Context: an optimization exercise on an open-source flow, tuned for small area, a short achievable clock period and few clock cycles per item. The choices shown serve that exercise and are no tape-out recipe. The RTL was checked by simulation tests, not by an equivalence proof against the original design. In every run shown here, the design's own scripts or RTL, not TritonCTS, make the clock network. The flow treats the clock pin as an ideal source. Dropping or thinning the clock tree relies on that and would not hold on a real chip. Power and IR drop assume default switching activity.

==> flow/design.v <==
package tdes_pkg;
	localparam int HALF_W  = 64;
	localparam int BLOCK_W = 2 * HALF_W;
	localparam int LANE_W  = 16;
	typedef logic [HALF_W-1:0]  half_t;
	typedef logic [BLOCK_W-1:0] block_t;
	typedef logic [HALF_W-1:0]  key_t;
	typedef logic [LANE_W-1:0]  lane_t;
	localparam int ROUNDS_PER_STAGE = 16;
	localparam int NUM_STAGES       = 3;
	localparam int TOTAL_ROUNDS = NUM_STAGES * ROUNDS_PER_STAGE;
endpackage
package tdes_ctrl_pkg;
	typedef logic hold_t;
endpackage
`timescale 1ns/1ps
module tdes_sequencer (
	input  logic clk,
	input  logic rst,
	input  logic start,
	output logic load,
	output logic ready,
	output logic done
);
	always_ff @(posedge clk) begin
		if (rst) begin
			done <= 1'b0;
		end else if (start) begin
			done <= 1'b1;
		end
	end
	assign ready = 1'b1;
	assign load  = start;
endmodule
`timescale 1ns/1ps
module tdes_key_schedule (
	input  tdes_pkg::key_t ek,
	output tdes_pkg::key_t k_last
);
	assign k_last = ek;
endmodule
`timescale 1ns/1ps
module tdes_feistel_round (
	input  tdes_pkg::block_t ct,
	input  tdes_pkg::key_t   ek1,
	input  tdes_pkg::key_t   ek2,
	input  tdes_pkg::key_t   ek3,
	output tdes_pkg::block_t pt
);
	tdes_pkg::half_t l;
	tdes_pkg::half_t r;
	assign l  = ct[tdes_pkg::BLOCK_W-1 -: tdes_pkg::HALF_W];
	assign r  = ct[tdes_pkg::HALF_W-1:0];
	assign pt = {l ^ r ^ ek1 ^ ek2 ^ ek3, l};
endmodule
`timescale 1ns/1ps
module tdes_result_capture (
	input  logic             clk,
	input  logic             load,
	input  tdes_pkg::block_t pt_in,
	input  tdes_pkg::key_t   k1_in,
	input  tdes_pkg::key_t   k2_in,
	input  tdes_pkg::key_t   k3_in,
	output tdes_pkg::block_t pt,
	output tdes_pkg::key_t   k1,
	output tdes_pkg::key_t   k2,
	output tdes_pkg::key_t   k3
);
	always_ff @(posedge clk) begin
		if (load) begin
			pt <= pt_in;
			k1 <= k1_in;
			k2 <= k2_in;
			k3 <= k3_in;
		end
	end
endmodule
`timescale 1ns/1ps
module tdes_dec (
	input  logic             clk,
	input  logic             rst,
	input  logic             start,
	input  tdes_pkg::key_t   ek1,
	input  tdes_pkg::key_t   ek2,
	input  tdes_pkg::key_t   ek3,
	input  tdes_pkg::block_t ct,
	output logic             ready,
	output logic             done,
	output tdes_pkg::block_t pt,
	output tdes_pkg::key_t   k1,
	output tdes_pkg::key_t   k2,
	output tdes_pkg::key_t   k3
);
	logic             load;
	tdes_pkg::block_t pt_c;
	tdes_pkg::key_t   k1_c;
	tdes_pkg::key_t   k2_c;
	tdes_pkg::key_t   k3_c;
	tdes_sequencer seq0 (
		.clk   (clk),
		.rst   (rst),
		.start (start),
		.load  (load),
		.ready (ready),
		.done  (done)
	);
	tdes_feistel_round round0 (
		.ct  (ct),
		.ek1 (ek1),
		.ek2 (ek2),
		.ek3 (ek3),
		.pt  (pt_c)
	);
	tdes_key_schedule ks1 (.ek(ek1), .k_last(k1_c));
	tdes_key_schedule ks2 (.ek(ek2), .k_last(k2_c));
	tdes_key_schedule ks3 (.ek(ek3), .k_last(k3_c));
	tdes_result_capture cap0 (
		.clk   (clk),
		.load  (load),
		.pt_in (pt_c),
		.k1_in (k1_c),
		.k2_in (k2_c),
		.k3_in (k3_c),
		.pt    (pt),
		.k1    (k1),
		.k2    (k2),
		.k3    (k3)
	);
endmodule
==> flow/flow/run.sh <==
#!/bin/bash
# Standard layout, except:
#  - plain buffers on the ports instead of delay cells,
#  - pins one track apart so that the die can be small,
#  - a two-level clock tree (flow/manual_cts.tcl) instead of TritonCTS's
#    three-level one.
cp standard.sh standard_sh.txt
export BUFFER_PORTS_ARGS="-buffer_cell sky130_fd_sc_hd__buf_1"
export PLACE_PINS_ARGS="-min_distance 1 -min_distance_in_tracks"
export FLOW_FLOW_DIR=$PWD/flow
export PRE_CTS_TCL=$PWD/flow/pre_cts.tcl
export FLOW_CTS_LEAVES=16
export FLOW_CTS_ROOTS=4
export FLOW_CTS_LEAF_BUF=sky130_fd_sc_hd__clkbuf_16
export FLOW_CTS_ROOT_BUF=sky130_fd_sc_hd__clkbuf_16
bash standard.sh > standard.log 2>&1
==> flow/flow/manual_cts.tcl <==
# Two-level clock tree: one root clkbuf at the middle of the leaves, and one
# clkbuf per cluster of flip-flops (k-means on their placed locations).
proc my_manual_cts {nclusters nroots} {
  set block [ord::get_db_block]
  set clk_net [$block findNet clk]
  set pins {}
  set xs {}
  set ys {}
  foreach pin [get_pins -of_objects [get_nets clk] -filter "direction==input"] {
    set inst [[sta::sta_to_db_pin $pin] getInst]
    set bb [$inst getBBox]
    lappend pins $pin
    lappend xs [expr {([$bb xMin] + [$bb xMax]) / 2.0}]
    lappend ys [expr {([$bb yMin] + [$bb yMax]) / 2.0}]
  }
  set n [llength $pins]
  # k-means, seeded with points spread through the list sorted by x then y
  set order [lsort -integer -command [list apply {{xs ys a b} {
      set ka [expr {int([lindex $xs $a] / 20000) * 1000000 + [lindex $ys $a]}]
      set kb [expr {int([lindex $xs $b] / 20000) * 1000000 + [lindex $ys $b]}]
      expr {$ka < $kb ? -1 : ($ka > $kb ? 1 : 0)} } } $xs $ys] [lsearch -all [lrepeat $n x] x]]
  set cx {}
  set cy {}
  for {set k 0} {$k < $nclusters} {incr k} {
    set i [lindex $order [expr {int(($k + 0.5) * $n / $nclusters)}]]
    lappend cx [lindex $xs $i]
    lappend cy [lindex $ys $i]
  }
  set cap [expr {int(ceil(1.15 * $n / $nclusters))}]
  for {set iter 0} {$iter < 30} {incr iter} {
    # assign with a size cap: points in order of distance to their best centre
    set cand {}
    for {set i 0} {$i < $n} {incr i} {
      set best 1e30
      for {set k 0} {$k < $nclusters} {incr k} {
        set d [expr {abs([lindex $xs $i] - [lindex $cx $k]) + abs([lindex $ys $i] - [lindex $cy $k])}]
        if {$d < $best} { set best $d }
      }
      lappend cand [list $i $best]
    }
    set cnt [lrepeat $nclusters 0]
    set asg [lrepeat $n -1]
    foreach c [lsort -real -index 1 $cand] {
      set i [lindex $c 0]
      set bestk -1
      set best 1e30
      for {set k 0} {$k < $nclusters} {incr k} {
        if {[lindex $cnt $k] >= $cap} continue
        set d [expr {abs([lindex $xs $i] - [lindex $cx $k]) + abs([lindex $ys $i] - [lindex $cy $k])}]
        if {$d < $best} { set best $d; set bestk $k }
      }
      lset asg $i $bestk
      lset cnt $bestk [expr {[lindex $cnt $bestk] + 1}]
    }
    set sx [lrepeat $nclusters 0.0]
    set sy [lrepeat $nclusters 0.0]
    for {set i 0} {$i < $n} {incr i} {
      set k [lindex $asg $i]
      lset sx $k [expr {[lindex $sx $k] + [lindex $xs $i]}]
      lset sy $k [expr {[lindex $sy $k] + [lindex $ys $i]}]
    }
    for {set k 0} {$k < $nclusters} {incr k} {
      if {[lindex $cnt $k] > 0} {
        lset cx $k [expr {[lindex $sx $k] / [lindex $cnt $k]}]
        lset cy $k [expr {[lindex $sy $k] / [lindex $cnt $k]}]
      }
    }
  }
  set dbu [$block getDbUnitsPerMicron]
  set leaf_inputs {}
  set rx 0.0
  set ry 0.0
  set used 0
  for {set k 0} {$k < $nclusters} {incr k} {
    set lp {}
    for {set i 0} {$i < $n} {incr i} {
      if {[lindex $asg $i] == $k} { lappend lp [lindex $pins $i] }
    }
    if {[llength $lp] == 0} continue
    set x [expr {[lindex $cx $k] / $dbu}]
    set y [expr {[lindex $cy $k] / $dbu}]
    insert_buffer -buffer_cell $::env(FLOW_CTS_LEAF_BUF) -net clk -load_pins $lp \
      -location [list $x $y] -buffer_name clkleaf_${k}_ -net_name clknet_leaf_$k
    lappend leaf_inputs clkleaf_$k/A
    set rx [expr {$rx + $x}]
    set ry [expr {$ry + $y}]
    incr used
  }
  # leaves into nroots groups by angle around their centre, one root per group
  set rx [expr {$rx / $used}]
  set ry [expr {$ry / $used}]
  set leaves {}
  foreach inst [$block getInsts] {
    if {[string match clkleaf_* [$inst getName]]} {
      set bb [$inst getBBox]
      set x [expr {([$bb xMin] + [$bb xMax]) / 2.0 / $dbu}]
      set y [expr {([$bb yMin] + [$bb yMax]) / 2.0 / $dbu}]
      lappend leaves [list [$inst getName] $x $y [expr {atan2($y - $ry, $x - $rx)}]]
    }
  }
  set leaves [lsort -real -index 3 $leaves]
  set nl [llength $leaves]
  # rotate the start so that groups are compact: start at the largest angular gap
  set bestgap -1
  set start 0
  for {set i 0} {$i < $nl} {incr i} {
    set a [lindex $leaves $i 3]
    set b [lindex $leaves [expr {($i + 1) % $nl}] 3]
    set gap [expr {$b - $a}]
    if {$gap < 0} { set gap [expr {$gap + 6.283185307}] }
    if {$gap > $bestgap} { set bestgap $gap; set start [expr {($i + 1) % $nl}] }
  }
  set leaves [concat [lrange $leaves $start end] [lrange $leaves 0 [expr {$start - 1}]]]
  for {set g 0} {$g < $nroots} {incr g} {
    set lo [expr {int($g * $nl / $nroots)}]
    set hi [expr {int(($g + 1) * $nl / $nroots) - 1}]
    set grp [lrange $leaves $lo $hi]
    set gx 0.0
    set gy 0.0
    set lp {}
    foreach l $grp {
      set gx [expr {$gx + [lindex $l 1]}]
      set gy [expr {$gy + [lindex $l 2]}]
      lappend lp [get_pins [lindex $l 0]/A]
    }
    set gx [expr {$gx / [llength $grp]}]
    set gy [expr {$gy / [llength $grp]}]
    insert_buffer -buffer_cell $::env(FLOW_CTS_ROOT_BUF) -net clk -load_pins $lp \
      -location [list $gx $gy] -buffer_name clkroot_${g}_ -net_name clknet_root_$g
  }
  foreach net [$block getNets] {
    set nm [$net getName]
    if {$nm eq "clk" || [string match clknet_* $nm]} { $net setSigType CLOCK }
  }
  foreach inst [$block getInsts] {
    if {[string match clkleaf_* [$inst getName]] || [string match clkroot* [$inst getName]]} {
      $inst setSourceType TIMING
    }
  }
  foreach inst [$block getInsts] { if {[string match clk* [$inst getName]]} { puts "clock cell [$inst getName] [[$inst getMaster] getName]" } }
  puts "manual CTS: $n sinks, $used leaves, root at $rx $ry, counts $cnt"
}
==> flow/flow/pre_cts.tcl <==
# Replaces TritonCTS with a two-level tree built by manual_cts.tcl: the clock
# port drives four root buffers, each of which drives leaf buffers near the
# centres of clusters of flip-flops.
source $::env(FLOW_FLOW_DIR)/manual_cts.tcl
my_manual_cts $::env(FLOW_CTS_LEAVES) $::env(FLOW_CTS_ROOTS)
proc clock_tree_synthesis {args} {
  puts "clock tree already built by manual_cts.tcl"
}
==> flow/standard.sh <==
#!/bin/bash
# synth_recipe.tcl (not shown) runs the flow's synth.tcl, then flattens the netlist and writes it again
# the make line also repeats each setting of config.mk as NAME=value (left out here)
make -C /OpenROAD-flow-scripts/flow DESIGN_CONFIG=/design/flow/config.mk WORK_HOME=/design/flow/orfs CLKGATE_MAP_FILE= SYNTH_SCRIPT=/design/flow/synth_recipe.tcl "${@:-finish}"
==> flow/config.mk <==
export PLATFORM = sky130hd
export DESIGN_NAME = tdes_dec
export DESIGN_NICKNAME = tdes_dec
export VERILOG_FILES = /design/flow/design.v
export SDC_FILE = /design/flow/constraint.sdc
export NUM_CORES = 4
export LEC_CHECK = 0
export CAP_MARGIN = 20
export CORE_AREA = 5 5 175 175
export DIE_AREA = 0 0 180 180
export SETUP_SLACK_MARGIN = 3.3
export SLEW_MARGIN = 20
==> flow/constraint.sdc <==
create_clock -name core_clock -period 5.0 [get_ports {clk}]
set_input_delay 1.0000 -clock core_clock [delete_from_list [all_inputs] [get_ports {clk}]]
set_output_delay 1.0000 -clock core_clock [all_outputs]
set_load 0.01 [all_outputs]
==> qor.yml, run 1 <==
synthesis:
  synth-seq-cells: 321
  synthSimpleGateAreaFrac: 0.000615
  synth_top_family_by_area: "XOR/XNOR gates"
  synthesis.area_sq_um: 12200
  ys_seq_area_frac: 0.789
  ys_warn_count: 2
  muxShareOfSynthArea: 0
  synth_cells: 517
  synth_compound_area_frac: 0
  synth_area_per_cell_sq_um: 23.6
  synthDistinctLibCells: 8
  synthXorXnorAreaFrac: 0.210
  synthAdderAreaFrac: 0
sta:
  min_period_ns: 1.87
  max_freq_ghz: 0.535
  hold_viol: 0
  hold_slack_ns: 0.610
  setup_viol: 0
  slew_viol_final: 0
  tns_ns: 0
  post-route-period-util: 0.374
  finClkSkew_ns: 0
  rsz0062_at_grt: "true"
die:
  fp.coreArea_sq_um: 28600
  dieArea_sq_um: 32400
  chipHeight_um: 180
  die_x_um: 180
  num_rows: 62
  io-pin-count: 645
  start_util: 0.427
layout:
  fin_area_sq_um: 17100
  final_layout_size_suffix_gt1_frac: 0.309
  layout_commonest_cell: "buf_1"
  n_fill_cell: 2249
  fin_cells: 1617
  final_cell_mix: "333 x buf_1, 320 x edfxtp_1, 271 x clkbuf_2"
  utilization: 0.599
  final_net_count: 1551
  syn_to_final_growth_pct: 40.4
  regArea_sq_um: 9630
  multi_input_area_sq_um: 2580
worst_setup_path:
  slowest_stage: "edfxtp_1"
  rrSetupSlack_ns: 4.31
  crit_family: "flip-flops"
  cpPeakStageDelay_ns: 0.40
  worst-path-buf-inv: 1
  worstSetupPathType: "reg -> out"
  crit_chain: "clkbuf_2"
  crit_path_max_fanout: 1
  required_ns: 4.00
  worstSetupStartpointType: "register"
  end_kind: "primary output"
  arrival_ns: 0.87
routing:
  dr.pass1.iters: 4
  drt_iter0_markers: 375
  drt_wl_total_mm: 34.7
  ant_nets: 0
  wl_per_cell_um: 21.5
  post_drt_via_cell_ratio: 4.71
  drc: 0
  via_count: 7615
clock_network:
  clk_pin_slew_worst_paths_ns: 0.08
  ctsHoldBuffers: 0
  clk_latency_ns: 0.31
status:
  status: "complete, no violations"
flow_run:
  maxCapViolCount: 0
global_routing:
  grt-ovfl-total: 0
  grt_pass1_wl_mm: 49.6
  grt_antenna_before_repair: 6
  grt_max_degree: 32
  grt_pass1_vias: 8062
  grt_use_total: 0.199
  grtUsageMet3: 0.0796
  gr-max-usage-layer: "met2"
  grtUsageMet1: 0.217
  met2_usage: 0.335
power:
  p_per_area_nw_per_um2: 345
  peakVddDrop_mv: 0.259
  p_leak_uw: 0.00701
placement:
  dp_cells: 1548
  port_buffers: 643
  dpl_cell_area_sq_um: 15200
  hpwl_mm: 25.2
  gp_congestion: 0.860
min_path:
  hp-class: "reg -> reg"
cells in the mapped netlist, drive strengths merged:
master | n | area share
xnor2 | 64 | 0.046
dfxtp | 1 | 0.0016
buf | 1 | 0.00062
conb | 1 | 0.00031
xor2 | 64 | 0.046
edfxtp | 320 | 0.79
nor2 | 2 | 0.00062
xnor3 | 64 | 0.12
registers in the layout, indices dropped and copies added (netlist names):
name       cells
seq0.done      1
cap0.k1       64
cap0.k2       64
cap0.pt      128
cap0.k3       64
where the power goes:
group          leakage, uW  internal, uW  switching (uW)
Sequential         0.00314          3280            71.2
Combinational      0.00362           530             550
Clock             0.000247           718             766
layout make-up, clock buffers not listed:
type | instances | share of cell area
flip-flops and latches | 321 | 0.562
multi-input cells | 195 | 0.150
diodes | 7 | 0.00102
repair buffers | 690 | 0.230
well taps | 384 | 0.0280
worst paths after layout:
kind	from	endpoint	depth (start not counted)
worst max-delay path	cap0.pt[1]	pt[1]	1
worst min-delay path	seq0.done	seq0.done	3
worst max register to register	seq0.done	seq0.done	3
worst min register to register	seq0.done	seq0.done	3
per-layer routing:
| metal | vias up | wire length (um) |
|---|---|---|
| met3 | 108 | 4080 |
| met2 | 505 | 16900 |
| met1 | 3609 | 11500 |
| li1 | 3393 | - |
| met5 | - | 0 |
| met4 | 0 | 2200 |
cell families (layout without fill, tap and decap cells):
| kind of cell | Yosys count | after routing |
|---|---|---|
| XOR/XNOR | 192 | 192 |
| buffers and inverters | 1 | 710 |
| flip-flops | 321 | 321 |
| other | 1 | 8 |
| AND/OR/NAND/NOR | 2 | 2 |
through the flow:
step                      setup slack, ns  power (uW)
after floorplan                      3.25        3860
after global placement               2.34        4300
after detailed placement             2.34        4310
after CTS                            3.07        5600
after global routing                 3.09        6150
final                                3.13        5920
worst reg2reg max path, cell delays in order, from the launching register on:
cell and delay [ns]:
dfxtp_2 0.34, buf_4 0.13, nor2_2 0.08, nor2_1 0.04
repair_timing:
action                                  4_1_cts  5_1_grt
cloned                                       24        0
endpoints found under the setup margin      385      322
gates resized for setup                      64      343
pin swaps                                    57        1
setup buffers                                17        1
Testbench counts, summed over its fixed seeds: cycles 192, items 192.
==> run 2, diff against run 1 <==
--- a/flow/config.mk
+++ b/flow/config.mk
@@ -8,5 +8,5 @@
 export CAP_MARGIN = 20
 export CORE_AREA = 5 5 175 175
 export DIE_AREA = 0 0 180 180
-export SETUP_SLACK_MARGIN = 3.3
+export SETUP_SLACK_MARGIN = 3.1
 export SLEW_MARGIN = 20
==> qor.yml, run 2 <==
status:
  status: "complete, no violations"
clock_network:
  ctsHoldBuffers: 0  # unchanged
  clk_pin_slew_worst_paths_ns: 0.09  # about the same
  clk_latency_ns: 0.31  # about the same
  post_cts.repair.setup_buffers: 0  # -17
synthesis:
  synthArstFlopShare: 0  # unchanged
  synthesis.area_sq_um: 12200  # unchanged
  synthFlopType: "edfxtp_1"
  synth_most_common_cell: "edfxtp_1"
  synth_compound_area_frac: 0  # unchanged
  synth_cells: 517  # unchanged
  synth_top_area_cell: "edfxtp_1"
  synthDistinctLibCells: 8  # unchanged
  synth.area.top_cells: "edfxtp_1 79%, xnor3_1 12%, xnor2_1 4.6%"
  synth_area_per_cell_sq_um: 23.6  # unchanged
  synthXorXnorAreaFrac: 0.210  # unchanged
  synthSimpleGateAreaFrac: 0.000615  # unchanged
  ys_top_cells_by_count: "320 x edfxtp_1, 64 x xnor2_1, 64 x xnor3_1, 64 x xor2_1, 2 x nor2_1"
  ys_warn_count: 2  # unchanged
  muxShareOfSynthArea: 0  # unchanged
  synth-seq-cells: 321  # unchanged
  synth_top_family_by_area: "XOR/XNOR gates"
  synth_enable_flop_cells: 320  # unchanged
  ys_seq_area_frac: 0.789  # unchanged
  synthAdderAreaFrac: 0  # unchanged
  netlist.area_leader.share: 0.787  # unchanged
worst_setup_path:
  reg2reg_from: "seq0.done"
  worstSetupStartpointType: "register"
  worst-path-buf-inv: 1  # unchanged
  required_ns: 4.00  # about the same
  crit_path_max_fanout: 1  # unchanged
  crit_family: "flip-flops"
  arrival_ns: 0.92  # +0.05 ns
  worstSetupPathType: "reg -> out"
  rrSetupSlack_ns: 4.45  # +0.14 ns
  end_kind: "primary output"
  cpPeakStageDelay_ns: 0.45  # +0.05 ns
  crit_path_start: "cap0.pt[16]"
  crit_chain: "buf_6"
  slowest_stage: "edfxtp_1"
layout:
  utilization: 0.556  # -0.0431
  regMostFlops: "cap0.pt"
  fin_cells: 1578  # -2.4%
  layout_commonest_cell: "buf_1"
  final_layout_size_suffix_gt1_frac: 0.0522  # -0.257
  syn_to_final_growth_pct: 30.3
  largest_reg_flops: 128  # unchanged
  n_fill_cell: 2383  # +6.0%
  final_net_count: 1513  # -2.5%
  final_cell_mix: "610 x buf_1, 320 x edfxtp_1, 64 x xor2_1, 64 x xnor3_1, 64 x xnor2_1"
sta:
  hold_viol: 0  # unchanged
  min_period_ns: 1.92  # +0.0501 ns
  tns_ns: 0  # unchanged
  finClkSkew_ns: 0  # unchanged
  setup_viol: 0  # unchanged
  slew_viol_final: 0  # unchanged
  post-route-period-util: 0.384  # +0.0100
  rsz0062_at_grt: "true"
  max_freq_ghz: 0.521  # -2.6%
die:
  die_x_um: 180  # unchanged
  fp.coreArea_sq_um: 28600  # unchanged
  io-pin-count: 645  # unchanged
  dieArea_sq_um: 32400  # unchanged
  num_rows: 62  # unchanged
  start_util: 0.427  # unchanged
  chipHeight_um: 180  # unchanged
global_routing:
  grt_use_total: 0.179  # -0.0200
  grt_pass1_wl_mm: 45.1  # -9.1%
  grt_antenna_before_repair: 8  # +2
  grt_max_degree: 53  # +66%
  grt-ovfl-total: 0  # unchanged
  grt_pass1_vias: 7709  # -4.4%
power:
  p_leak_uw: 0.00577  # -18%
  p_per_area_nw_per_um2: 362  # +4.8%
  power_uw: 5750  # -2.8%
  peakVddDrop_mv: 0.245  # -5.2%
  p_switching_uw: 1350  # -2.7%
  p_int_uw: 4400  # -2.8%
  power_frac_comb: 0.161  # -0.022
  pwr-share-clk: 0.256  # +0.005
  p_seq_frac: 0.583  # +0.016
  switching_share: 0.235  # about the same
min_path:
  hp-class: "reg -> reg"
  hold_start: "seq0.done"
placement:
  hpwl_mm: 24.8  # -1.6%
  dp_cells: 1548  # unchanged
  gp_congestion: 0.894  # +4.0%
  port_buffers: 643  # unchanged
routing:
  drt_iter0_markers: 376  # +0.27%
  post_drt_via_cell_ratio: 4.64  # -1.4%
  drt_wl_total_mm: 31.5  # -9.3%
  ant_nets: 0  # unchanged
  dr.pass1.iters: 4  # unchanged
  via_count: 7326  # -3.8%
  drc: 0  # unchanged
  wl_per_cell_um: 19.9  # -7.1%
flow_run:
  maxCapViolCount: 0  # unchanged
-- run 2: cell counts after synthesis --
Identical to the previous run, type by type.
-- run 2: power groups by stage --
stage,combinational (uW),clock [uW],sequential (uW)
global placement,895,0,3410
global route,984,1650,3380
detailed placement,900,0,3420
floorplan,294,0,3560
CTS,921,1180,3420
finish,926,1470,3350
-- run 2: layout make-up, clock buffers not listed --
cell class / count / area [sq um] / area share
repair buffers: 652 / 2710 / 0.170
multi-input cells: 195 / 2570 / 0.162
diodes: 6 / 15.0 / 0.000944
flip-flops and latches: 321 / 9630 / 0.605
well taps: 384 / 480 / 0.0302
-- run 2: cell families (layout without fill, tap and decap cells) --
| group | after synthesis | in the layout |
|---|---|---|
| other cells | 1 | 7 |
| simple gates | 2 | 2 |
| buf+inv | 1 | 672 |
| flops | 321 | 321 |
| xor+xnor | 192 | 192 |
-- run 2: path summary, 6_finish.rpt --
check / to / depth (start not counted)
hold / removal: seq0.done / 2
hold reg to reg: seq0.done / 2
setup reg to reg: seq0.done / 2
setup / recovery: pt[16] / 1
-- run 2: worst reg2reg max path: cells and delay by family (launching register included) --
kind          cells  cell delay [ns]
simple gates      2             0.15
flops             1             0.32
-- run 2: layer usage --
layer	vias up	part of all wire	global-route usage
met3	91	0.13	0.0778
li1	3314	-	-
met4	4	0.049	0.0789
met2	460	0.49	0.305
met1	3457	0.33	0.196
met5	-	0.00073	0
-- run 2: timing repair --
action / 4_1_cts / 5_1_grt
hold endpoints to repair: 0 / 0
pin swaps: 8 / 0
gates resized for setup: 20 / 36
cloned: 4 / 0
endpoints found under the setup margin: 333 / 29
-- run 2: through the flow --
| step | setup WS, ns | instance area, sq um | hold WS [ns] |
|---|---|---|---|
| 2_1_floorplan | 3.25 | 12200 | 0.503 |
| 3_3_place_gp | 2.40 | 15200 | 0.480 |
| 3_5_place_dp | 2.36 | 15200 | 0.476 |
| 4_1_cts | 3.08 | 15800 | 0.476 |
| 5_1_grt | 3.06 | 15900 | 0.544 |
| 6_report | 3.08 | 15900 | 0.484 |
==> run 3, diff against run 2 <==
--- a/flow/flow/run.sh
+++ b/flow/flow/run.sh
@@ -1,13 +1,15 @@
 #!/bin/bash
 # Standard layout, except:
 #  - plain buffers on the ports instead of delay cells,
-#  - pins one track apart so that the die can be small,
+#  - pins one track apart so that the die can be small, and each bit's
+#    inputs and outputs side by side (flow/pre_io.tcl),
 #  - a two-level clock tree (flow/manual_cts.tcl) instead of TritonCTS's
 #    three-level one.
 cp standard.sh standard_sh.txt
 export BUFFER_PORTS_ARGS="-buffer_cell sky130_fd_sc_hd__buf_1"
 export PLACE_PINS_ARGS="-min_distance 1 -min_distance_in_tracks"
 export FLOW_FLOW_DIR=$PWD/flow
+export PRE_IO_PLACEMENT_TCL=$PWD/flow/pre_io.tcl
 export PRE_CTS_TCL=$PWD/flow/pre_cts.tcl
 export FLOW_CTS_LEAVES=16
 export FLOW_CTS_ROOTS=4
==> flow/flow/pre_io.tcl (new file) <==
# Keep each bit's pins together: the pins of bit i of every input and output
# form one group, with each output next to the input it comes from.
for {set i 0} {$i < 64} {incr i} {
  set h [expr {$i + 64}]
  set_io_pin_constraint -group -order -pin_names [list \
    "ek1\[$i\]" "k1\[$i\]" "ek2\[$i\]" "k2\[$i\]" "ct\[$i\]" "pt\[$h\]" \
    "ct\[$h\]" "pt\[$i\]" "ek3\[$i\]" "k3\[$i\]"]
}
--- a/flow/config.mk
+++ b/flow/config.mk
@@ -8,5 +8,5 @@
 export CAP_MARGIN = 20
 export CORE_AREA = 5 5 175 175
 export DIE_AREA = 0 0 180 180
-export SETUP_SLACK_MARGIN = 3.1
+export SETUP_SLACK_MARGIN = 3.25
 export SLEW_MARGIN = 20
==> qor.yml, run 3 <==
power:
  peakVddDrop_mv: 0.262  # +6.7%
  p_leak_uw: 0.00669  # +16%
  p_per_area_nw_per_um2: 355  # -2.0%
  power_uw: 5840  # +1.5%
worst_setup_path:
  rrSetupSlack_ns: 4.43  # -0.02 ns
  slowest_stage: "edfxtp_1"
  worstSetupPathType: "reg -> out"
  crit_chain: "clkbuf_2"
  worst-path-buf-inv: 1  # unchanged
  required_ns: 4.00  # about the same
  worstSetupStartpointType: "register"
  crit_family: "flip-flops"
  r2r_cells: 2  # unchanged
  crit_path_max_fanout: 1  # unchanged
  end_kind: "primary output"
  reg2reg_from: "seq0.done"
  cpPeakStageDelay_ns: 0.40  # -0.05 ns
  r2r-end: "seq0.done"
  arrival_ns: 0.87  # -0.05 ns
synthesis:
  synthesis.area_sq_um: 12200  # unchanged
  ys_warn_count: 2  # unchanged
  ys_top_cells_by_count: "320 x edfxtp_1, 64 x xnor2_1, 64 x xnor3_1, 64 x xor2_1, 2 x nor2_1"
  synth.area.top_cells: "edfxtp_1 79%, xnor3_1 12%, xnor2_1 4.6%"
  synth_area_per_cell_sq_um: 23.6  # unchanged
  ys_seq_area_frac: 0.789  # unchanged
  synth_cells: 517  # unchanged
  synth-seq-cells: 321  # unchanged
  synth_enable_flop_cells: 320  # unchanged
  synthArstFlopShare: 0  # unchanged
  synthFlopType: "edfxtp_1"
  synth_most_common_cell: "edfxtp_1"
  synth_top_area_cell: "edfxtp_1"
  netlist.area_leader.share: 0.787  # unchanged
  synthDistinctLibCells: 8  # unchanged
layout:
  layout_commonest_cell: "buf_1"
  syn_to_final_growth_pct: 34.9
  regMostFlops: "cap0.pt"
  fin_cells: 1589  # +0.70%
  utilization: 0.576  # +0.0198
  final_cell_mix: "336 x buf_1, 320 x edfxtp_1, 269 x clkbuf_2"
  final_layout_size_suffix_gt1_frac: 0.291  # +0.239
  largest_reg_flops: 128  # unchanged
  final_net_count: 1525  # +0.79%
routing:
  ant_nets: 0  # unchanged
  dr.pass1.iters: 5  # +1
  post_drt_via_cell_ratio: 4.72  # +1.7%
  wl_per_cell_um: 20.4  # +2.3%
  drc: 0  # unchanged
  drt_iter0_markers: 396  # +5.3%
  via_count: 7499  # +2.4%
  drt_wl_total_mm: 32.4  # +3.0%
global_routing:
  grt-ovfl-total: 0  # unchanged
  grt_antenna_before_repair: 9  # +1
  grt_pass1_vias: 7914  # +2.7%
  grt_max_degree: 33  # -38%
  grt_pass1_wl_mm: 47.3  # +4.8%
  grt_use_total: 0.187  # +0.00724
clock_network:
  ctsHoldBuffers: 0  # unchanged
  clk_pin_slew_worst_paths_ns: 0.09  # about the same
  clk_latency_ns: 0.30  # about the same
die:
  start_util: 0.427  # unchanged
  dieArea_sq_um: 32400  # unchanged
  die_x_um: 180  # unchanged
  io-pin-count: 645  # unchanged
  fp.coreArea_sq_um: 28600  # unchanged
  num_rows: 62  # unchanged
  chipHeight_um: 180  # unchanged
sta:
  hold_viol: 0  # unchanged
  max_freq_ghz: 0.534  # +2.5%
  tns_ns: 0  # unchanged
  rsz0062_at_grt: "true"
  post-route-period-util: 0.374  # -0.00926
  slew_viol_final: 0  # unchanged
  setup_viol: 0  # unchanged
  finClkSkew_ns: 0  # unchanged
  min_period_ns: 1.87  # -0.0463 ns
min_path:
  hp-class: "reg -> reg"
  holdPathStages: 2  # unchanged
  hold_end: "seq0.done"
  hold_start: "seq0.done"
placement:
  dp_cells: 1547  # -0.065%
  port_buffers: 643  # unchanged
  hpwl_mm: 24.4  # -1.5%
  gp_congestion: 0.865  # -3.3%
status:
  status: "complete, no violations"
flow_run:
  maxCapViolCount: 0  # unchanged
-- run 3: cell counts after synthesis --
Identical to the previous run, type by type.
-- run 3: worst register-to-register path: stages (launching register included) --
cell     delay [ns]
dfxtp_2        0.33
nor2_1         0.10
nor2_1         0.05
-- run 3: repair_timing --
action,CTS,global route
gates resized for setup,19,345
gates cloned,13,0
pin swaps,76,0
buffers inserted,4,0
endpoints found under the setup margin,385,321
-- run 3: routing by layer --
metal | share of wire | vias up | global-route usage
met2 | 0.45 | 548 | 0.290
li1 | - | 3331 | -
met1 | 0.35 | 3498 | 0.219
met3 | 0.13 | 114 | 0.0843
met4 | 0.060 | 8 | 0.0978
met5 | 0.0014 | - | 0
-- run 3: how the worst max path moves through the flow --
stage | from | to | slack, ns | cells after the start
final | cap0.k1[49] | k1[49] | 3.13 | 1
after global routing | cap0.k1[32] | k1[32] | 3.08 | 1
after CTS | ct[1] | cap0.pt[65] | 3.09 | 3
after detailed placement | start | cap0.k1[26] | 2.35 | 2
after global placement | start | cap0.k1[13] | 2.37 | 2
after floorplan | ek1[36] | cap0.pt[100] | 3.25 | 2
-- run 3: power by group --
| part | total, uW | internal (uW) | leakage [uW] | switching (uW) |
|---|---|---|---|---|
| Combinational | 1010 | 477 | 0.00330 | 537 |
| Clock | 1480 | 717 | 0.000246 | 761 |
| Sequential | 3350 | 3280 | 0.00314 | 68.7 |
-- run 3: per-stage QoR --
step	setup WS [ns]	cell area (sq um)	hold WS, ns
4_1_cts	3.09	16100	0.472
3_5_place_dp	2.35	15200	0.472
2_1_floorplan	3.25	12200	0.503
6_report	3.13	16500	0.490
5_1_grt	3.08	16500	0.542
3_3_place_gp	2.37	15200	0.483
-- run 3: layout make-up, clock buffers not listed --
class | count | area [sq um]
sequential | 321 | 9630
multi-input combinational | 195 | 2570
tap | 384 | 480
timing repair buffer | 664 | 3280
fill | 2306 | 12100
antenna | 5 | 12.5
-- run 3: cells by family after synthesis --
logic type | Yosys count | share of synthesized area
xor gates and xnor gates | 192 | 0.210
buffers and inverters | 1 | 0.000615
DFF | 321 | 0.789
other | 1 | 0.000307
and+or+nand+nor | 2 | 0.000615
==> run 4, diff against run 3 <==
--- a/flow/config.mk
+++ b/flow/config.mk
@@ -8,5 +8,5 @@
 export CAP_MARGIN = 20
 export CORE_AREA = 5 5 175 175
 export DIE_AREA = 0 0 180 180
-export SETUP_SLACK_MARGIN = 3.25
+export SETUP_SLACK_MARGIN = 3.4
 export SLEW_MARGIN = 20
==> qor.yml, run 4 <==
synthesis:
  synth_most_common_cell: "edfxtp_1"
  synthXorXnorAreaFrac: 0.210  # unchanged
  synth_top_family_by_area: "XOR/XNOR gates"
  ys_top_cells_by_count: "320 x edfxtp_1, 64 x xnor2_1, 64 x xnor3_1, 64 x xor2_1, 2 x nor2_1"
  synth_enable_flop_cells: 320  # unchanged
  ys_seq_area_frac: 0.789  # unchanged
  synthArstFlopShare: 0  # unchanged
  synth_compound_area_frac: 0  # unchanged
  synth.area.top_cells: "edfxtp_1 79%, xnor3_1 12%, xnor2_1 4.6%"
  netlist.area_leader.share: 0.787  # unchanged
  muxShareOfSynthArea: 0  # unchanged
  synth_area_per_cell_sq_um: 23.6  # unchanged
  synth_top_area_cell: "edfxtp_1"
  synthAdderAreaFrac: 0  # unchanged
  ys_warn_count: 2  # unchanged
  synth-seq-cells: 321  # unchanged
  synthesis.area_sq_um: 12200  # unchanged
  synthSimpleGateAreaFrac: 0.000615  # unchanged
  synth_cells: 517  # unchanged
  synthDistinctLibCells: 8  # unchanged
  synthFlopType: "edfxtp_1"
die:
  io-pin-count: 645  # unchanged
  num_rows: 62  # unchanged
  chipHeight_um: 180  # unchanged
  fp.coreArea_sq_um: 28600  # unchanged
  dieArea_sq_um: 32400  # unchanged
  die_x_um: 180  # unchanged
  start_util: 0.427  # unchanged
layout:
  final_cell_mix: "325 x buf_1, 320 x edfxtp_1, 270 x clkbuf_2"
  syn_to_final_growth_pct: 49.8
  multi_input_area_sq_um: 2580  # +0.44%
  final_net_count: 1604  # +5.2%
  regArea_sq_um: 9630  # unchanged
  largest_reg_flops: 128  # unchanged
  utilization: 0.639  # +0.0634
  layout_commonest_cell: "buf_1"
  n_fill_cell: 2060  # -11%
  regMostFlops: "cap0.pt"
  final_layout_size_suffix_gt1_frac: 0.346  # +0.0547
power:
  peakVddDrop_mv: 0.298  # +14%
  pwr-share-clk: 0.247  # -0.006
  p_per_area_nw_per_um2: 331  # -6.7%
  p_int_uw: 4620  # +3.2%
  switching_share: 0.237  # +0.00270
  p_switching_uw: 1430  # +4.7%
  power_uw: 6050  # +3.5%
  power_frac_comb: 0.198  # +0.024
  p_seq_frac: 0.555  # -0.018
  p_leak_uw: 0.00756  # +13%
worst_setup_path:
  r2r_cells: 2  # unchanged
  slowest_stage: "edfxtp_1"
  worst-path-stages: 1  # unchanged
  crit_chain: "clkbuf_2"
  crit_path_max_fanout: 1  # unchanged
  worstSetupPathType: "reg -> out"
  worstSetupStartpointType: "register"
  rrSetupSlack_ns: 4.43  # about the same
  required_ns: 4.00  # about the same
  crit_family: "flip-flops"
  worst-path-buf-inv: 1  # unchanged
  end_kind: "primary output"
  cpPeakStageDelay_ns: 0.43  # +0.03 ns
  arrival_ns: 0.90  # +0.03 ns
sta:
  hold_viol: 0  # unchanged
  finClkSkew_ns: 0  # unchanged
  setup_viol: 0  # unchanged
  rsz0062_at_grt: "true"
  slew_viol_final: 0  # unchanged
  max_freq_ghz: 0.527  # -1.3%
  tns_ns: 0  # unchanged
  post-route-period-util: 0.379  # +0.00492
  min_period_ns: 1.90  # +0.0246 ns
routing:
  dr.pass1.iters: 5  # unchanged
  drc: 0  # unchanged
  drt_wl_total_mm: 36.5  # +13%
  drt_iter0_markers: 462  # +17%
  ant_nets: 0  # unchanged
  wl_per_cell_um: 21.9  # +7.4%
  via_count: 7941  # +5.9%
  post_drt_via_cell_ratio: 4.76  # +0.88%
global_routing:
  grt_max_degree: 34  # +3.0%
  grt_pass1_vias: 8350  # +5.5%
  grt-ovfl-total: 0  # unchanged
  grt_pass1_wl_mm: 52.2  # +10%
  grt_use_total: 0.209  # +0.0222
  grt_antenna_before_repair: 5  # -4
min_path:
  holdPathStages: 2  # unchanged
  hp-class: "reg -> reg"
clock_network:
  clk_latency_ns: 0.30  # about the same
  clk_pin_slew_worst_paths_ns: 0.09  # about the same
placement:
  gp_congestion: 0.849  # -1.8%
  port_buffers: 643  # unchanged
  hpwl_mm: 24.6  # +0.88%
status:
  status: "complete, no violations"
flow_run:
  maxCapViolCount: 0  # unchanged
## run 4: worst paths after layout
path / startpoint / endpoint
max: cap0.k3[13] / k3[13]
min: seq0.done / seq0.done
max reg2reg: seq0.done / seq0.done
min reg2reg: seq0.done / seq0.done
## run 4: per-layer routing
| layer | global-route usage | wire [um] | vias up |
|---|---|---|---|
| li1 | - | - | 3501 |
| met1 | 0.239 | 12800 | 3818 |
| met2 | 0.349 | 17600 | 514 |
| met3 | 0.0831 | 4230 | 106 |
| met4 | 0.0914 | 1850 | 2 |
| met5 | 0 | 7 | - |
## run 4: repair_timing
action	4_1_cts	5_1_grt
cloned	51	0
pin swaps	58	14
hold buffers	0	0
setup buffers	46	0
gates resized for setup	100	356
endpoints found under the setup margin	385	334
endpoints found under the hold margin	0	0
## run 4: through the flow
| step | hold slack [ns] | worst slack (ns) | cell area, sq um | instances |
|---|---|---|---|---|
| global placement | 0.485 | 2.29 | 15200 | 1546 |
| global route | 0.508 | 3.06 | 18300 | 1667 |
| floorplan | 0.503 | 3.25 | 12200 | 517 |
| detailed placement | 0.468 | 2.29 | 15200 | 1546 |
| CTS | 0.480 | 3.07 | 17800 | 1663 |
| finish | 0.499 | 3.10 | 18300 | 1668 |
## run 4: final cells by class, clock buffers not listed
class / instances / share of cell area
Antenna cell: 5 / 0.000684
Multi-Input combinational cell: 195 / 0.141
Sequential cell: 321 / 0.527
Tap cell: 384 / 0.0263
Timing Repair Buffer: 743 / 0.278
## run 4: kinds of logic (layout without fill, tap and decap cells)
kind of cell           count (synthesis)  in the layout
flip-flops                           321            321
XOR/XNOR                             192            192
AND/OR/NAND/NOR                        2              2
other                                  1              6
buffers and inverters                  1            763
## run 4: power groups by stage
stage | combinational (uW) | clock, uW | sequential [uW]
after floorplan | 294 | 0 | 3560
after global placement | 896 | 0 | 3410
after detailed placement | 904 | 0 | 3410
after CTS | 1120 | 1180 | 3420
after global routing | 1260 | 1640 | 3380
final | 1200 | 1490 | 3360
==> run 5, diff against run 4 <==
--- a/flow/config.mk
+++ b/flow/config.mk
@@ -8,5 +8,4 @@
 export CAP_MARGIN = 20
 export CORE_AREA = 5 5 175 175
 export DIE_AREA = 0 0 180 180
-export SETUP_SLACK_MARGIN = 3.4
 export SLEW_MARGIN = 20
==> qor.yml, run 5 <==
min_path:
  hp-class: "reg -> reg"
  holdPathStages: 2  # unchanged
routing:
  drc: 0  # unchanged
  top_layer: "met5"
  wl_met1_mm: 10.4  # -19%
  wl_met2_mm: 14.0  # -21%
  wl_per_cell_um: 19.4  # -11%
  drt_iter0_markers: 367  # -21%
  via_count: 7368  # -7.2%
  post_drt_via_cell_ratio: 4.69  # -1.5%
  route.met3.wl_mm: 4.11  # -3.0%
  dr.pass1.iters: 5  # unchanged
  drt_wl_total_mm: 30.5  # -17%
  ant_nets: 0  # unchanged
synthesis:
  synth_cells: 517  # unchanged
  synth_most_common_cell: "edfxtp_1"
  synth_area_per_cell_sq_um: 23.6  # unchanged
  synthArstFlopShare: 0  # unchanged
  synth_enable_flop_cells: 320  # unchanged
  synth.area.top_cells: "edfxtp_1 79%, xnor3_1 12%, xnor2_1 4.6%"
  synthFlopType: "edfxtp_1"
  ys_top_cells_by_count: "320 x edfxtp_1, 64 x xnor2_1, 64 x xnor3_1, 64 x xor2_1, 2 x nor2_1"
  ys_warn_count: 2  # unchanged
  netlist.area_leader.share: 0.787  # unchanged
  synth-seq-cells: 321  # unchanged
  ys_seq_area_frac: 0.789  # unchanged
  synthesis.area_sq_um: 12200  # unchanged
  synth_top_area_cell: "edfxtp_1"
  synthDistinctLibCells: 8  # unchanged
placement:
  place_ws_ns: 2.41  # +0.121 ns
  port_buffers: 643  # unchanged
  hpwl_mm: 24.1  # -2.3%
  dp_cells: 1550  # +0.26%
  gp_congestion: 0.851  # +0.16%
clock_network:
  post_cts.repair.setup_buffers: 0  # -100%
  ctsResizeCount: 0  # -100%
  clk_pin_slew_worst_paths_ns: 0.07  # -0.02 ns
  ctsHoldBuffers: 0  # unchanged
  clk_latency_ns: 0.31  # about the same
sta:
  slew_headroom: 0.424
  layout_setup_ws_ns: 2.74  # -0.363 ns
  finClkSkew_ns: 0  # unchanged
  post-route-period-util: 0.452  # +0.0726
  tns_ns: 0  # unchanged
  min_period_ns: 2.26  # +0.363 ns
  worst_pin_slew_ns: 0.864
  hold_viol: 0  # unchanged
  rsz0062_at_grt: "false"
  setup_viol: 0  # unchanged
  max_freq_ghz: 0.442  # -16%
  slew_viol_final: 0  # unchanged
power:
  power_uw: 5730  # -5.3%
  p_leak_uw: 0.00560  # -26%
  peakVddDrop_mv: 0.256  # -14%
  p_per_area_nw_per_um2: 365  # +10%
worst_setup_path:
  slowest_stage: "clkbuf_4"
  worst-path-stages: 2  # +1
  end_kind: "register"
  crit_path_max_fanout: 84  # +83
  r2r_cells: 2  # unchanged
  worst-path-buf-inv: 2  # +1
  required_ns: 4.94  # +0.94 ns
  crit_family: "buffers and inverters"
  cpPeakStageDelay_ns: 0.69  # +0.26 ns
  worstSetupPathType: "in -> reg"
  arrival_ns: 2.20  # +1.30 ns
  crit_chain: "clkbuf_4 > buf_12"
  worstSetupStartpointType: "input pin"
layout:
  regMostFlops: "cap0.pt"
  fin_cells: 1572  # -5.8%
  final_net_count: 1511  # -5.8%
  final_cell_mix: "642 x buf_1, 320 x edfxtp_1, 64 x xor2_1, 64 x xnor3_1, 64 x xnor2_1"
  syn_to_final_growth_pct: 28.4
  layout_commonest_cell: "buf_1"
  largest_reg_flops: 128  # unchanged
  n_fill_cell: 2365  # +15%
  final_layout_size_suffix_gt1_frac: 0.0236  # -0.322
die:
  chipHeight_um: 180  # unchanged
  die_x_um: 180  # unchanged
  num_rows: 62  # unchanged
  dieArea_sq_um: 32400  # unchanged
  fp.coreArea_sq_um: 28600  # unchanged
  start_util: 0.427  # unchanged
  io-pin-count: 645  # unchanged
global_routing:
  grt-ovfl-total: 0  # unchanged
  grt_antenna_before_repair: 3  # -2
  grt_max_degree: 85  # +150%
  grt_use_total: 0.173  # -0.0354
  grt_pass1_vias: 7817  # -6.4%
  grt_pass1_wl_mm: 44.6  # -15%
flow_run:
  maxCapViolCount: 0  # unchanged
status:
  status: "complete, no violations"
==> run 5: kinds of logic (layout without fill, tap and decap cells) <==
kind of cell	count (synthesis)	after routing	share of synthesized area
other cells	1	3	0.000307
simple gates	2	2	0.000615
xor+xnor	192	192	0.210
buf+inv	1	670	0.000615
flops	321	321	0.789
==> run 5: area by class of cell, clock buffers not listed <==
type / instances / area (sq um) / area share
flip-flops and latches: 321 / 9630 / 0.614
diodes: 2 / 5.00 / 0.000319
well taps: 384 / 480 / 0.0306
repair buffers: 650 / 2490 / 0.159
multi-input cells: 195 / 2570 / 0.164
==> run 5: final timing paths <==
kind             start           to  slack [ns]
max              start  cap0.pt[19]        2.74
min          seq0.done    seq0.done        0.49
max reg2reg  seq0.done    seq0.done        4.44
min reg2reg  seq0.done    seq0.done        0.49
==> run 5: stage by stage <==
step	hold slack [ns]	cell area (sq um)	util
after floorplan	0.503	12200	-
after global placement	0.467	15200	0.530
after detailed placement	0.482	15200	0.530
after CTS	0.482	15700	0.548
after global routing	0.520	15700	0.548
final	0.494	15700	0.548
==> run 5: worst register-to-register path: cells and delay by family (launching register included) <==
kind	cells	cell delay, ns
flip-flops	1	0.32
AND/OR/NAND/NOR	2	0.14
==> run 5: where the power goes <==
group          internal (uW)  leakage [uW]  switching [uW]
clock                    717      0.000246             752
combinational            383       0.00222             528
sequential              3280       0.00314            66.7
==> run 5: per-layer routing <==
metal / GRT usage / vias up
li1: - / 3292
met1: 0.193 / 3452
met2: 0.277 / 516
met3: 0.0823 / 106
met4: 0.0936 / 2
met5: 0 / -
==> run 6, diff against run 5 <==
--- a/flow/config.mk
+++ b/flow/config.mk
@@ -8,4 +8,5 @@
 export CAP_MARGIN = 20
 export CORE_AREA = 5 5 175 175
 export DIE_AREA = 0 0 180 180
+export SETUP_SLACK_MARGIN = 3.1
 export SLEW_MARGIN = 20
==> qor.yml, run 6 <==
status:
  status: "complete, no violations"
sta:
  post-route-period-util: 0.373  # -0.0788
  finClkSkew_ns: 0  # unchanged
  rsz0062_at_grt: "false"
  min_period_ns: 1.87  # -0.394 ns
  max_freq_ghz: 0.536  # +21%
  hold_viol: 0  # unchanged
  slew_viol_final: 0  # unchanged
  setup_viol: 0  # unchanged
  tns_ns: 0  # unchanged
synthesis:
  synth_enable_flop_cells: 320  # unchanged
  muxShareOfSynthArea: 0  # unchanged
  ys_seq_area_frac: 0.789  # unchanged
  synth_compound_area_frac: 0  # unchanged
  synth_most_common_cell: "edfxtp_1"
  synth_area_per_cell_sq_um: 23.6  # unchanged
  synthSimpleGateAreaFrac: 0.000615  # unchanged
  synthXorXnorAreaFrac: 0.210  # unchanged
  synthesis.area_sq_um: 12200  # unchanged
  synthAdderAreaFrac: 0  # unchanged
  ys_warn_count: 2  # unchanged
  synth-seq-cells: 321  # unchanged
  synth_top_area_cell: "edfxtp_1"
  synthArstFlopShare: 0  # unchanged
  netlist.area_leader.share: 0.787  # unchanged
  synth_top_family_by_area: "XOR/XNOR gates"
  synth_cells: 517  # unchanged
  synth.area.top_cells: "edfxtp_1 79%, xnor3_1 12%, xnor2_1 4.6%"
  synthDistinctLibCells: 8  # unchanged
  ys_top_cells_by_count: "320 x edfxtp_1, 64 x xnor2_1, 64 x xnor3_1, 64 x xor2_1, 2 x nor2_1"
  synthFlopType: "edfxtp_1"
layout:
  final_layout_size_suffix_gt1_frac: 0.0445  # +0.0209
  final_cell_mix: "621 x buf_1, 320 x edfxtp_1, 64 x xor2_1, 64 x xnor3_1, 64 x xnor2_1"
  regMostFlops: "cap0.pt"
  syn_to_final_growth_pct: 29.8
  largest_reg_flops: 128  # unchanged
  layout_commonest_cell: "buf_1"
  final_net_count: 1515  # +0.26%
  fin_area_sq_um: 15900  # +1.1%
global_routing:
  grt_antenna_before_repair: 3  # unchanged
  grt_pass1_wl_mm: 45.3  # +1.6%
  grt_max_degree: 43  # -49%
  grt_pass1_vias: 7850  # +0.42%
  grt-ovfl-total: 0  # unchanged
  grt_use_total: 0.177  # +0.00338
worst_setup_path:
  arrival_ns: 0.87  # -1.33 ns
  crit_family: "flip-flops"
  worst-path-buf-inv: 1  # -1
  worstSetupStartpointType: "register"
  worstSetupPathType: "reg -> out"
  required_ns: 4.00  # -0.94 ns
  cpPeakStageDelay_ns: 0.34  # -0.35 ns
  slowest_stage: "edfxtp_1"
  end_kind: "primary output"
  crit_path_max_fanout: 1  # -99%
  crit_chain: "buf_1"
die:
  start_util: 0.427  # unchanged
  dieArea_sq_um: 32400  # unchanged
  fp.coreArea_sq_um: 28600  # unchanged
  num_rows: 62  # unchanged
  die_x_um: 180  # unchanged
  chipHeight_um: 180  # unchanged
  io-pin-count: 645  # unchanged
routing:
  drt_wl_total_mm: 31.0  # +1.7%
  ant_nets: 0  # unchanged
  drt_iter0_markers: 386  # +5.2%
  post_drt_via_cell_ratio: 4.69  # about the same
  dr.pass1.iters: 5  # unchanged
  drc: 0  # unchanged
  via_count: 7385  # +0.23%
  wl_per_cell_um: 19.7  # +1.5%
power:
  p_leak_uw: 0.00573  # +2.2%
  p_per_area_nw_per_um2: 363  # -0.74%
  peakVddDrop_mv: 0.252  # -1.6%
placement:
  dpl_cell_area_sq_um: 15200  # unchanged
  port_buffers: 643  # unchanged
  gp_congestion: 0.851  # unchanged
  hpwl_mm: 24.1  # unchanged
clock_network:
  clk_pin_slew_worst_paths_ns: 0.08  # about the same
  clk_latency_ns: 0.31  # about the same
  ctsHoldBuffers: 0  # unchanged
flow_run:
  maxCapViolCount: 0  # unchanged
min_path:
  hp-class: "reg -> reg"
run 6: changes by cell type in the layout (fill, tap and decap cells not counted), sizes merged:
cell / delta
buf: -12
clkbuf: +16
run 6: stage by stage:
step / setup slack, ns / hold WS, ns / cells / total power (uW) / util
after CTS: 3.09 / 0.482 / 1574 / 5520 / 0.553
after floorplan: 3.25 / 0.503 / 517 / 3860 / -
after global placement: 2.42 / 0.467 / 1550 / 4310 / 0.530
after global routing: 3.10 / 0.520 / 1576 / 5990 / 0.554
after detailed placement: 2.41 / 0.482 / 1550 / 4320 / 0.530
final: 3.13 / 0.494 / 1576 / 5750 / 0.554
run 6: timing repair:
action / in CTS / in global routing
gates resized for setup: 19 / 15
pin swaps: 12 / 0
cloned: 3 / 0
endpoints found under the setup margin: 338 / 15
buffers inserted: 1 / 0
run 6: worst paths after layout:
| path | from | end | slack (ns) | cells after the start |
|---|---|---|---|---|
| hold / removal | seq0.done | seq0.done | 0.49 | 2 |
| setup / recovery | cap0.pt[98] | pt[98] | 3.13 | 1 |
| hold reg to reg | seq0.done | seq0.done | 0.49 | 2 |
| setup reg to reg | seq0.done | seq0.done | 4.45 | 2 |
run 6: area by class of cell, clock buffers not listed:
class	count	area [sq um]
diodes	2	5.00
fillers	2350	12800
multi-input cells	195	2570
flip-flops and latches	321	9630
well taps	384	480
repair buffers	654	2660
run 6: logic make-up (layout without fill, tap and decap cells):
logic type | count (synthesis) | after routing
buf+inv | 1 | 674
xor+xnor | 192 | 192
simple gates | 2 | 2
flops | 321 | 321
other cells | 1 | 3
run 6: worst register-to-register path: cells and delay by family, from the launching register on:
kind | cells | cell delay, ns
and+or+nand+nor | 2 | 0.14
DFF | 1 | 0.32
run 6: metal layers:
metal | part of all wire | vias to the layer above | global-route usage
li1 | - | 3300 | -
met1 | 0.34 | 3454 | 0.196
met2 | 0.46 | 521 | 0.284
met3 | 0.13 | 108 | 0.0829
met4 | 0.064 | 2 | 0.0954
met5 | 0.00042 | - | 0
run 6: power by group:
group	internal [uW]	total, uW	leakage (uW)	switching, uW
logic	397	929	0.00234	531
clock network	717	1470	0.000246	754
registers	3280	3350	0.00314	66.8
total	4400	5750	0.00573	1350
==> run 7, diff against run 6 <==
--- a/flow/design.v
+++ b/flow/design.v
@@ -49,9 +49,24 @@
 );
 	tdes_pkg::half_t l;
 	tdes_pkg::half_t r;
-	assign l  = ct[tdes_pkg::BLOCK_W-1 -: tdes_pkg::HALF_W];
-	assign r  = ct[tdes_pkg::HALF_W-1:0];
-	assign pt = {l ^ r ^ ek1 ^ ek2 ^ ek3, l};
+	tdes_pkg::half_t lr;
+	tdes_pkg::half_t k12;
+	tdes_pkg::half_t k123;
+	tdes_pkg::half_t t;
+	assign l = ct[tdes_pkg::BLOCK_W-1 -: tdes_pkg::HALF_W];
+	assign r = ct[tdes_pkg::HALF_W-1:0];
+	tdes_xor2 x0 (.a(l),   .b(r),    .y(lr));
+	tdes_xor2 x1 (.a(ek1), .b(ek2),  .y(k12));
+	tdes_xor2 x2 (.a(k12), .b(ek3),  .y(k123));
+	tdes_xor2 x3 (.a(lr),  .b(k123), .y(t));
+	assign pt = {t, l};
+endmodule
+module tdes_xor2 (
+	input  tdes_pkg::half_t a,
+	input  tdes_pkg::half_t b,
+	output tdes_pkg::half_t y
+);
+	assign y = a ^ b;
 endmodule
 `timescale 1ns/1ps
 module tdes_result_capture (
==> flow/flow/run.sh (replaced) <==
#!/bin/bash
# Standard layout, except:
#  - plain buffers on the ports instead of delay cells,
#  - pins one track apart so that the die can be small, and each bit's
#    inputs and outputs side by side (flow/pre_io.tcl),
#  - a two-level clock tree (flow/manual_cts.tcl) instead of TritonCTS's
#    three-level one,
#  - the buffers that ABC puts on the outputs of each kept module removed.
cp standard.sh standard_sh.txt
export BUFFER_PORTS_ARGS="-buffer_cell sky130_fd_sc_hd__buf_1"
export PLACE_PINS_ARGS="-min_distance 1 -min_distance_in_tracks"
export FLOW_FLOW_DIR=$PWD/flow
export PRE_IO_PLACEMENT_TCL=$PWD/flow/pre_io.tcl
export REMOVE_ABC_BUFFERS=1
export PRE_CTS_TCL=$PWD/flow/pre_cts.tcl
export FLOW_CTS_LEAVES=24
export FLOW_CTS_ROOTS=4
export FLOW_CTS_LEAF_BUF=sky130_fd_sc_hd__clkbuf_8
export FLOW_CTS_ROOT_BUF=sky130_fd_sc_hd__clkbuf_16
bash standard.sh > standard.log 2>&1
--- a/flow/config.mk
+++ b/flow/config.mk
@@ -10,3 +10,5 @@
 export DIE_AREA = 0 0 180 180
 export SETUP_SLACK_MARGIN = 3.1
 export SLEW_MARGIN = 20
+export SYNTH_HIERARCHICAL = 1
+export SYNTH_MINIMUM_KEEP_SIZE = 0
==> qor.yml, run 7 <==
die:
  dieArea_sq_um: 32400  # unchanged
  chipHeight_um: 180  # unchanged
  io-pin-count: 645  # unchanged
  num_rows: 62  # unchanged
  fp.coreArea_sq_um: 28600  # unchanged
  die_x_um: 180  # unchanged
  start_util: 0.483  # +0.0563
worst_setup_path:
  worstSetupStartpointType: "register"
  crit_chain: "clkbuf_2"
  r2r_cells: 1  # -1
  cpPeakStageDelay_ns: 0.41  # +0.07 ns
  r2r-end: "seq0.done"
  end_kind: "primary output"
  arrival_ns: 0.88  # about the same
  reg2reg_from: "seq0.done"
  crit_family: "flip-flops"
  worstSetupPathType: "reg -> out"
  rrSetupSlack_ns: 4.42  # -0.03 ns
  slowest_stage: "edfxtp_1"
  worst-path-buf-inv: 1  # unchanged
  required_ns: 4.00  # about the same
  crit_path_max_fanout: 1  # unchanged
power:
  peakVddDrop_mv: 0.210  # -17%
  p_leak_uw: 0.00545  # -4.8%
  p_per_area_nw_per_um2: 358  # -1.2%
sta:
  max_freq_ghz: 0.531  # -0.99%
  finClkSkew_ns: 0  # unchanged
  rsz0062_at_grt: "true"
  setup_viol: 0  # unchanged
  hold_viol: 0  # unchanged
  hold_slack_ns: 0.477  # -0.0165 ns
  min_period_ns: 1.88  # +0.0186 ns
  tns_ns: 0  # unchanged
  post-route-period-util: 0.377  # +0.00372
  slew_viol_final: 0  # unchanged
synthesis:
  synth-seq-cells: 321  # unchanged
  synthesis.area_sq_um: 13800  # +13%
  synth_area_per_cell_sq_um: 16.5  # -30%
  synth_enable_flop_cells: 320  # unchanged
  synth.area.top_cells: "edfxtp_1 70%, xor2_1 16%, buf_4 14%"
  synth_most_common_cell: "edfxtp_1"
  synthArstFlopShare: 0  # unchanged
  ys_warn_count: 8  # +6
  synth_cells: 837  # +62%
  ys_top_cells_by_count: "320 x edfxtp_1, 258 x buf_4, 256 x xor2_1"
  synthFlopType: "edfxtp_1"
  synthDistinctLibCells: 6  # -2
  ys_seq_area_frac: 0.697  # -0.0919
  netlist.area_leader.share: 0.695  # -0.0918
  synth_top_area_cell: "edfxtp_1"
global_routing:
  grt-ovfl-total: 0  # unchanged
  grt_max_degree: 58  # +35%
  grt_use_total: 0.181  # +0.00454
  grt_antenna_before_repair: 5  # +2
  grt_pass1_wl_mm: 46.7  # +3.1%
  grt_pass1_vias: 7906  # +0.71%
routing:
  wl_per_cell_um: 19.4  # -1.7%
  top_layer: "met5"
  drc: 0  # unchanged
  dr.pass1.iters: 4  # -1
  post_drt_via_cell_ratio: 4.63  # -1.1%
  wl_met2_mm: 14.2  # -0.58%
  drt_wl_total_mm: 31.9  # +2.8%
  via_count: 7636  # +3.4%
  ant_nets: 0  # unchanged
  drt_iter0_markers: 348  # -9.8%
  wl_met1_mm: 11.2  # +5.3%
  route.met3.wl_mm: 4.64  # +12%
placement:
  gp_congestion: 0.886  # +4.1%
  port_buffers: 643  # unchanged
  hpwl_mm: 24.8  # +3.2%
layout:
  syn_to_final_growth_pct: 11.9
  final_net_count: 1585  # +4.6%
  final_cell_mix: "598 x buf_1, 320 x edfxtp_1, 256 x xor2_1"
  final_layout_size_suffix_gt1_frac: 0.0659  # +0.0213
  largest_reg_flops: 128  # unchanged
  layout_commonest_cell: "buf_1"
  regMostFlops: "cap0.pt"
  n_fill_cell: 2479  # +5.5%
status:
  status: "complete, no violations"
min_path:
  holdPathStages: 1  # -1
  hold_end: "seq0.done"
  hp-class: "reg -> reg"
  hold_start: "seq0.done"
clock_network:
  ctsHoldBuffers: 0  # unchanged
  clk_latency_ns: 0.30  # about the same
  post_cts.repair.setup_buffers: 0  # -1
  clk_pin_slew_worst_paths_ns: 0.10  # +0.02 ns
flow_run:
  maxCapViolCount: 0  # unchanged
==> run 7: cell count changes in the layout (fill, tap and decap cells not counted), moves of 16 or more <==
cell / delta
buf_1: -23
clkbuf_16: -16
clkbuf_2: +24
clkbuf_8: +24
xnor2_1: -64
xnor3_1: -64
xor2_1: +192
==> run 7: cell type report, clock buffers not listed <==
type | count | area (sq um) | share of cell area
Multi-Input combinational cell | 258 | 2260 | 0.146
Timing Repair Buffer | 653 | 2660 | 0.172
Sequential cell | 321 | 9630 | 0.623
Tap cell | 384 | 480 | 0.0311
Antenna cell | 4 | 10.0 | 0.000647
==> run 7: per-module statistics from Yosys, one instance, submodules excluded, excerpt <==
module | flip-flops and latches | copies in the design | cell area, sq um
tdes_feistel_round | 0 | 1 | 480
tdes_xor2 | 0 | 4 | 561
tdes_key_schedule | 0 | 3 | 480
tdes_result_capture | 320 | 1 | 9610
tdes_sequencer | 1 | 1 | 48.8
==> run 7: cells by family (layout without fill, tap and decap cells) <==
logic type      count (synthesis)  in the layout  synth area share
flops                         321            321             0.697
buf+inv                       258            681             0.140
xor+xnor                      256            256             0.162
other cells                     1              5          0.000271
compound gates                  1              1          0.000724
==> run 7: worst max-delay path by stage <==
stage	from	endpoint	slack, ns	depth (start not counted)
floorplan	ek2[36]	cap0.pt[100]	3.29	3
global placement	start	cap0.k1[59]	2.30	2
detailed placement	start	cap0.pt[59]	2.24	2
CTS	start	cap0.pt[33]	3.07	2
global route	cap0.k1[60]	k1[60]	3.08	1
finish	cap0.k1[60]	k1[60]	3.12	1
==> run 7: repair_timing <==
item / CTS / global route
gates resized for setup: 14 / 45
pin swaps: 4 / 0
endpoints found under the setup margin: 323 / 42
cloned: 2 / 0
==> run 7: power by group <==
part / internal, uW / leakage [uW] / switching (uW)
clock network: 578 / 0.000222 / 762
logic: 299 / 0.00209 / 549
registers: 3280 / 0.00314 / 72.5
total: 4160 / 0.00545 / 1380
==> run 7: stage by stage <==
stage / util / power (uW) / setup WS (ns) / std cells / cell area, sq um
floorplan: - / 3770 / 3.29 / 579 / 11900
global placement: 0.519 / 4230 / 2.30 / 1614 / 14900
detailed placement: 0.519 / 4240 / 2.24 / 1614 / 14900
CTS: 0.538 / 5280 / 3.07 / 1644 / 15400
global route: 0.540 / 5790 / 3.08 / 1648 / 15500
finish: 0.540 / 5540 / 3.12 / 1648 / 15500
==> run 7: metal layers <==
| layer | vias up | track usage |
|---|---|---|
| li1 | 3444 | - |
| met1 | 3554 | 0.206 |
| met2 | 532 | 0.282 |
| met3 | 104 | 0.0932 |
| met4 | 2 | 0.0936 |
| met5 | - | 0 |
Testbench counts of run 7, summed over its fixed seeds: cycles 192, items 192.
==> run 8, diff against run 7 <==
--- a/flow/config.mk
+++ b/flow/config.mk
@@ -6,8 +6,8 @@
 export NUM_CORES = 4
 export LEC_CHECK = 0
 export CAP_MARGIN = 20
-export CORE_AREA = 5 5 175 175
-export DIE_AREA = 0 0 180 180
+export CORE_AREA = 5 5 155 155
+export DIE_AREA = 0 0 160 160
 export SETUP_SLACK_MARGIN = 3.1
 export SLEW_MARGIN = 20
 export SYNTH_HIERARCHICAL = 1
==> qor.yml, run 8 <==
die:
  io-pin-count: 645  # unchanged
  num_rows: 54  # -13%
  chipHeight_um: 160  # -11%
  die_x_um: 160  # -11%
power:
  p_int_uw: 4160  # +0.13%
  p_per_area_nw_per_um2: 360  # +0.61%
  peakVddDrop_mv: 0.243  # +16%
  p_seq_frac: 0.604  # about the same
  power_frac_comb: 0.158  # +0.005
  p_leak_uw: 0.00549  # +0.64%
  power_uw: 5560  # +0.23%
  p_switching_uw: 1390  # +0.53%
  pwr-share-clk: 0.239  # -0.003
synthesis:
  synthesis.area_sq_um: 13800  # unchanged
  synthFlopType: "edfxtp_1"
  synth_area_per_cell_sq_um: 16.5  # unchanged
  synth_top_area_cell: "edfxtp_1"
  synth-seq-cells: 321  # unchanged
  netlist.area_leader.share: 0.695  # unchanged
  synth_most_common_cell: "edfxtp_1"
  ys_warn_count: 8  # unchanged
  ys_top_cells_by_count: "320 x edfxtp_1, 258 x buf_4, 256 x xor2_1"
  ys_seq_area_frac: 0.697  # unchanged
  synth_enable_flop_cells: 320  # unchanged
  synthArstFlopShare: 0  # unchanged
  synth_cells: 837  # unchanged
placement:
  gp_congestion: 0.892  # +0.73%
  hpwl_mm: 26.8  # +7.8%
  place_ws_ns: 2.69  # +0.452 ns
  port_buffers: 643  # unchanged
min_path:
  hp-class: "reg -> reg"
  holdPathStages: 1  # unchanged
sta:
  rsz0062_at_grt: "true"
  min_period_ns: 1.88  # -0.000830 ns
  post-route-period-util: 0.377  # about the same
  tns_ns: 0  # unchanged
  layout_setup_ws_ns: 3.12  # +0.000830 ns
  max_freq_ghz: 0.531  # about the same
worst_setup_path:
  cpPeakStageDelay_ns: 0.42  # about the same
  worst-path-buf-inv: 1  # unchanged
  worstSetupPathType: "reg -> out"
  required_ns: 4.00  # about the same
  end_kind: "primary output"
  slowest_stage: "edfxtp_1"
  reg2reg_from: "seq0.done"
  r2r-end: "seq0.done"
status:
  status: "complete, no violations"
layout:
  n_fill_cell: 1606  # -35%
  utilization: 0.702  # +0.161
  largest_reg_flops: 128  # unchanged
  layout_commonest_cell: "buf_1"
  final_layout_size_suffix_gt1_frac: 0.0676  # +0.00169
  final_net_count: 1583  # -0.13%
  syn_to_final_growth_pct: 11.5
  final_cell_mix: "596 x buf_1, 320 x edfxtp_1, 254 x xor2_1"
  regMostFlops: "cap0.pt"
clock_network:
  clk_pin_slew_worst_paths_ns: 0.09  # about the same
  ctsHoldBuffers: 0  # unchanged
  clk_latency_ns: 0.31  # about the same
routing:
  drc: 0  # unchanged
  drt_iter0_markers: 565  # +62%
  dr.pass1.iters: 5  # +1
  drt_wl_total_mm: 34.5  # +8.2%
global_routing:
  grt_pass1_wl_mm: 48.7  # +4.4%
  gr-max-usage-layer: "met2"
  met2_usage: 0.371  # +0.0894
  grt_pass1_vias: 8101  # +2.5%
  grtUsageMet1: 0.286  # +0.0804
  grt_use_total: 0.249  # +0.0672
  grt_antenna_before_repair: 15  # +10
flow_run:
  maxCapViolCount: 0  # unchanged
==> run 8: cell counts after synthesis <==
Identical to the previous run, type by type.
==> run 8: worst max path at each step <==
| stage | cells past startpoint | to | startpoint |
|---|---|---|---|
| floorplan | 3 | cap0.pt[100] | ek2[36] |
| global placement | 2 | cap0.k1[49] | start |
| detailed placement | 2 | cap0.k1[49] | start |
| CTS | 2 | cap0.k2[48] | start |
| global route | 1 | pt[107] | cap0.pt[107] |
| finish | 1 | k3[9] | cap0.k3[9] |
==> run 8: routing by layer <==
| layer | share of wire | up-vias |
|---|---|---|
| li1 | - | 3444 |
| met5 | 0.0022 | - |
| met4 | 0.071 | 14 |
| met3 | 0.14 | 135 |
| met2 | 0.44 | 589 |
| met1 | 0.34 | 3676 |
==> run 8: power groups by stage <==
stage                     combinational, uW  sequential, uW  clock (uW)
after floorplan                         210            3560           0
after global placement                  826            3410           0
after detailed placement                834            3410           0
after CTS                               860            3420        1020
after global routing                    926            3380        1480
final                                   877            3350        1330
==> run 8: cell type report, clock buffers not listed <==
type / instances / area [sq um] / area share
tap: 280 / 350 / 0.0227
antenna: 9 / 22.5 / 0.00146
multi-input combinational: 258 / 2270 / 0.147
sequential: 321 / 9630 / 0.625
timing repair buffer: 651 / 2710 / 0.176
==> run 8: kinds of logic after synthesis <==
group | Yosys count | synth area share
AO/OA/AOI/OAI | 1 | 0.000724
XOR/XNOR | 256 | 0.162
buffers and inverters | 258 | 0.140
flip-flops | 321 | 0.697
other | 1 | 0.000271
==> run 8: modules after synthesis, one instance, submodules excluded, a selection <==
module	cells	flip-flops and latches
tdes_sequencer	5	1
tdes_xor2	64	0
tdes_feistel_round	64	0
tdes_key_schedule	64	0
tdes_result_capture	320	320
==> run 8: through the flow <==
stage	cells	cell area [sq um]	hold WS (ns)
final	1547	15400	0.482
after global routing	1546	15400	0.498
after CTS	1538	15300	0.463
after detailed placement	1505	14700	0.463
after global placement	1505	14700	0.465
after floorplan	579	11900	0.516
==> run 8: repair_timing <==
action                                  4_1_cts  5_1_grt
hold endpoints to repair                      0        0
buffers inserted                              1        0
pin swaps                                    10        0
endpoints found under the setup margin      326       41
gates resized for setup                      17       48
gates cloned                                  4        0
